Source: an optimization exercise on an open RTL-to-GDS flow (aim: small area and a short achievable clock period). Production flows keep margins and buffers that such runs may drop. In this exercise RTL edits were held to simulation tests only and were not proved equivalent to the original.

run C:
==> module reg_alu_core, before the edit <==
module reg_alu_core
#(
  parameter int unsigned WIDTH = 32,
  parameter int unsigned NREGS = 32
) (
  input  logic                     clk,
  input  logic                     reset,
  input  logic [$clog2(NREGS)-1:0] rs_addr,
  input  logic [$clog2(NREGS)-1:0] rt_addr,
  input  logic [$clog2(NREGS)-1:0] wr_addr,
  input  logic [WIDTH-1:0]         wr_data,
  input  logic                     reg_write,
  input  logic                     alu_op0,
  input  logic                     alu_op1,
  input  logic [5:0]               funct,
  input  logic                     alu_src,
  input  logic [WIDTH-1:0]         imm,
  output logic [WIDTH-1:0]         read_data1,
  output logic [WIDTH-1:0]         read_data2,
  output logic [WIDTH-1:0]         alu_result,
  output logic                     zero,
  output logic                     cout
);
  logic [2:0]       op;
  logic [WIDTH-1:0] a, b, b_eff, sum;
  logic             sub, carry, less, zero_sum;
  logic             is_and, is_or, is_arith, is_slt;
  regfile #(
    .Width (WIDTH),
    .NRegs (NREGS)
  ) u_regfile (
    .clk_i     (clk),
    .rst_ni    (reset),
    .rs_addr_i (rs_addr),
    .rt_addr_i (rt_addr),
    .wr_addr_i (wr_addr),
    .wr_data_i (wr_data),
    .we_i      (reg_write),
    .rs_data_o (read_data1),
    .rt_data_o (read_data2)
  );
  alu_decode u_alu_decode (
    .alu_op0_i (alu_op0),
    .alu_op1_i (alu_op1),
    .funct_i   (funct),
    .op_o      (op)
  );
  assign sub      = op[2];
  assign is_and   = (op == alu_pkg::OpAnd);
  assign is_or    = (op == alu_pkg::OpOr);
  assign is_arith = (op == alu_pkg::OpAdd) | (op == alu_pkg::OpSub);
  assign is_slt   = (op == alu_pkg::OpSlt);
  assign a     = read_data1;
  assign b     = alu_src ? imm : read_data2;
  assign b_eff = b ^ {WIDTH{sub}};
  logic [WIDTH-1:0] p, g, c_n;
  logic [WIDTH:0]   c;
  assign p = a ^ b_eff;
  assign g = a & b_eff;
  alu_prefix #(.Width(WIDTH)) u_prefix (
    .g_i   (g),
    .p_i   (p),
    .cin_i (sub),
    .c_no  (c_n)
  );
  assign c[0]       = sub;
  assign c[WIDTH:1] = ~c_n;
  assign sum        = p ^ c[WIDTH-1:0];
  assign carry      = c[WIDTH];
  logic zero_and, zero_or;
  alu_zero #(.Width(WIDTH)) u_zero (
    .p_i        (p),
    .g_i        (g),
    .cin_i      (sub),
    .zero_sum_o (zero_sum),
    .zero_and_o (zero_and),
    .zero_or_o  (zero_or)
  );
  logic             sign_diff, res0_early, res0_on_carry;
  logic [WIDTH-1:0] res_other;
  assign sign_diff = a[WIDTH-1] ^ b[WIDTH-1];
  assign less      = sign_diff ? a[WIDTH-1] : ~c[WIDTH-1];
  assign res_other = ({WIDTH{is_and}}   & (a & b)) |
                     ({WIDTH{is_or}}    & (a | b)) |
                     ({WIDTH{is_arith}} & sum);
  assign res0_early    = res_other[0] | (is_slt & sign_diff & a[WIDTH-1]);
  assign res0_on_carry = is_slt & ~sign_diff;
  alu_late_or u_res0 (
    .early_i (res0_early),
    .en_i    (res0_on_carry),
    .late_i  (c_n[WIDTH-2]),
    .y_o     (alu_result[0])
  );
  assign alu_result[WIDTH-1:1] = res_other[WIDTH-1:1];
  alu_zero_sel u_zero_sel (
    .zero_and_i   (zero_and),
    .zero_or_i    (zero_or),
    .zero_sum_i   (zero_sum),
    .en_and_i     (is_and),
    .en_or_i      (is_or),
    .en_sum_i     (is_arith),
    .early_i      (is_slt & sign_diff & ~a[WIDTH-1]),
    .en_carry_i   (is_slt & ~sign_diff),
    .carry_n_i    (c_n[WIDTH-2]),
    .zero_o       (zero)
  );
  assign cout = (is_arith | is_slt) & carry;
endmodule
==> module alu_zero, before the edit <==
module alu_zero #(
  parameter int unsigned Width = 32
) (
  input  logic [Width-1:0] p_i,
  input  logic [Width-1:0] g_i,
  input  logic             cin_i,
  output logic             zero_sum_o,
  output logic             zero_and_o,
  output logic             zero_or_o
);
  logic [Width-1:0] t, miss;
  assign t    = p_i | g_i;
  assign miss = p_i ^ {t[Width-2:0], cin_i};
  alu_nor_tree #(.Width(Width)) u_sum (.a_i(miss), .y_o(zero_sum_o));
  alu_nor_tree #(.Width(Width)) u_and (.a_i(g_i),  .y_o(zero_and_o));
  alu_nor_tree #(.Width(Width)) u_or  (.a_i(t),    .y_o(zero_or_o));
endmodule
==> flow/config.mk <==
export PLATFORM = sky130hd
export DESIGN_NAME = reg_alu_core
export DESIGN_NICKNAME = reg_alu_core
export VERILOG_FILES = /design/flow/design.v
export SDC_FILE = /design/flow/constraint.sdc
export NUM_CORES = 4
export LEC_CHECK = 0
export CAP_MARGIN = 20
export CORE_MARGIN = 2
export CORE_UTILIZATION = 45
export CTS_CLUSTER_DIAMETER = 80
export CTS_CLUSTER_SIZE = 20
export SETUP_SLACK_MARGIN = 4
export SLEW_MARGIN = 20
export SYNTH_HIERARCHICAL = 1
export TNS_END_PERCENT = 0
==> flow/constraint.sdc <==
create_clock -name core_clock -period 12.0 [get_ports {clk}]
set_input_delay 2.4000 -clock core_clock [delete_from_list [all_inputs] [get_ports {clk}]]
set_output_delay 2.4000 -clock core_clock [all_outputs]
set_load 0.01 [all_outputs]
standard.sh (not shown) runs the stock make flow with config.mk's settings and CLKGATE_MAP_FILE= SYNTH_SCRIPT=/design/flow/synth_recipe.tcl, a recipe that flattens the netlist after the stock synthesis.
==> flow/flow/run.sh <==
#!/bin/bash
# The standard layout (standard synthesis included), with two resizer settings changed:
#  - port buffers are buf_2 cells instead of the default pick (a delay cell);
#  - gate sizing may swap a cell for one with a different footprint (the platform's
#    MATCH_CELL_FOOTPRINT=1 limits it to same-footprint swaps).
# Each ORFS step writes its full log under orfs/logs/; make's own output goes to make.log.
set -euo pipefail
bash standard.sh MATCH_CELL_FOOTPRINT=0 \
  "BUFFER_PORTS_ARGS=-buffer_cell sky130_fd_sc_hd__buf_2" finish > make.log 2>&1
test -f out/final.def
diff inputs: run C => run B
diff --git a/flow/design.v b/flow/design.v
--- a/flow/design.v
+++ b/flow/design.v
@@ -197,8 +197,10 @@
   assign sum        = p ^ c[WIDTH-1:0];
   assign carry      = c[WIDTH];
   logic zero_and, zero_or;
   alu_zero #(.Width(WIDTH)) u_zero (
+    .a_i        (a),
+    .b_i        (b_eff),
     .p_i        (p),
     .g_i        (g),
     .cin_i      (sub),
     .zero_sum_o (zero_sum),
@@ -337,17 +339,19 @@
 endmodule
 module alu_zero #(
   parameter int unsigned Width = 32
 ) (
+  input  logic [Width-1:0] a_i,
+  input  logic [Width-1:0] b_i,
   input  logic [Width-1:0] p_i,
   input  logic [Width-1:0] g_i,
   input  logic             cin_i,
   output logic             zero_sum_o,
   output logic             zero_and_o,
   output logic             zero_or_o
 );
   logic [Width-1:0] t, miss;
-  assign t    = p_i | g_i;
+  assign t    = a_i | b_i;
   assign miss = p_i ^ {t[Width-2:0], cin_i};
   alu_nor_tree #(.Width(Width)) u_sum (.a_i(miss), .y_o(zero_sum_o));
   alu_nor_tree #(.Width(Width)) u_and (.a_i(g_i),  .y_o(zero_and_o));
   alu_nor_tree #(.Width(Width)) u_or  (.a_i(t),    .y_o(zero_or_o));
Compared with run C, in run B routed wire length grew by about 5%, shortest period the worst path allows shrank by 34 ps. For run C, the end point of the critical path was alu_result[18], unlike run B, where it was alu_result[29]. Summed instance area of the synthesized netlist: run C vs run B — no meaningful difference. Of run B and run C, it is run B that has the lower critical path depth. Taking run C as the reference, in run B final net count grew by 1.2%; post-synthesis share of cell area spent on full adders, half adders and majority gates closely matched the old numbers; number of global-route vias before repair went up; largest voltage drop on the vdd net decreased by 0.000030 V relative to the old numbers.

[re-timing with driven ports]
How much do the figures lean on ideal ports? The routed layouts below were timed once more, with nothing changed but the port constraints.
Step 1 assumes that a clkbuf_16 drives the clock port and a buf_2 every other input.
Step 2 moves the port delays by t, midway between the first and last clock arrival at a register: inputs arrive t later, outputs are due t later. That takes back most of the time a late clock gives input paths.
Three values: ideal ports, drivers, drivers and shift; two values: the first two.
| run | shift t [ns] | slack for setup (ns) | worst setup path after step 2 |
|---|---|---|---|
| run C | 0.758 | 2.705 / 2.668 / 2.668 | input to output |
| run B | 0.751 | 2.739 / 2.672 / 2.672 | input to output |
After both steps setup and hold are still met in every run listed. The setup slack of run B, which loses most, moves by -0.067 ns with the drivers and by -0.067 ns with both steps.
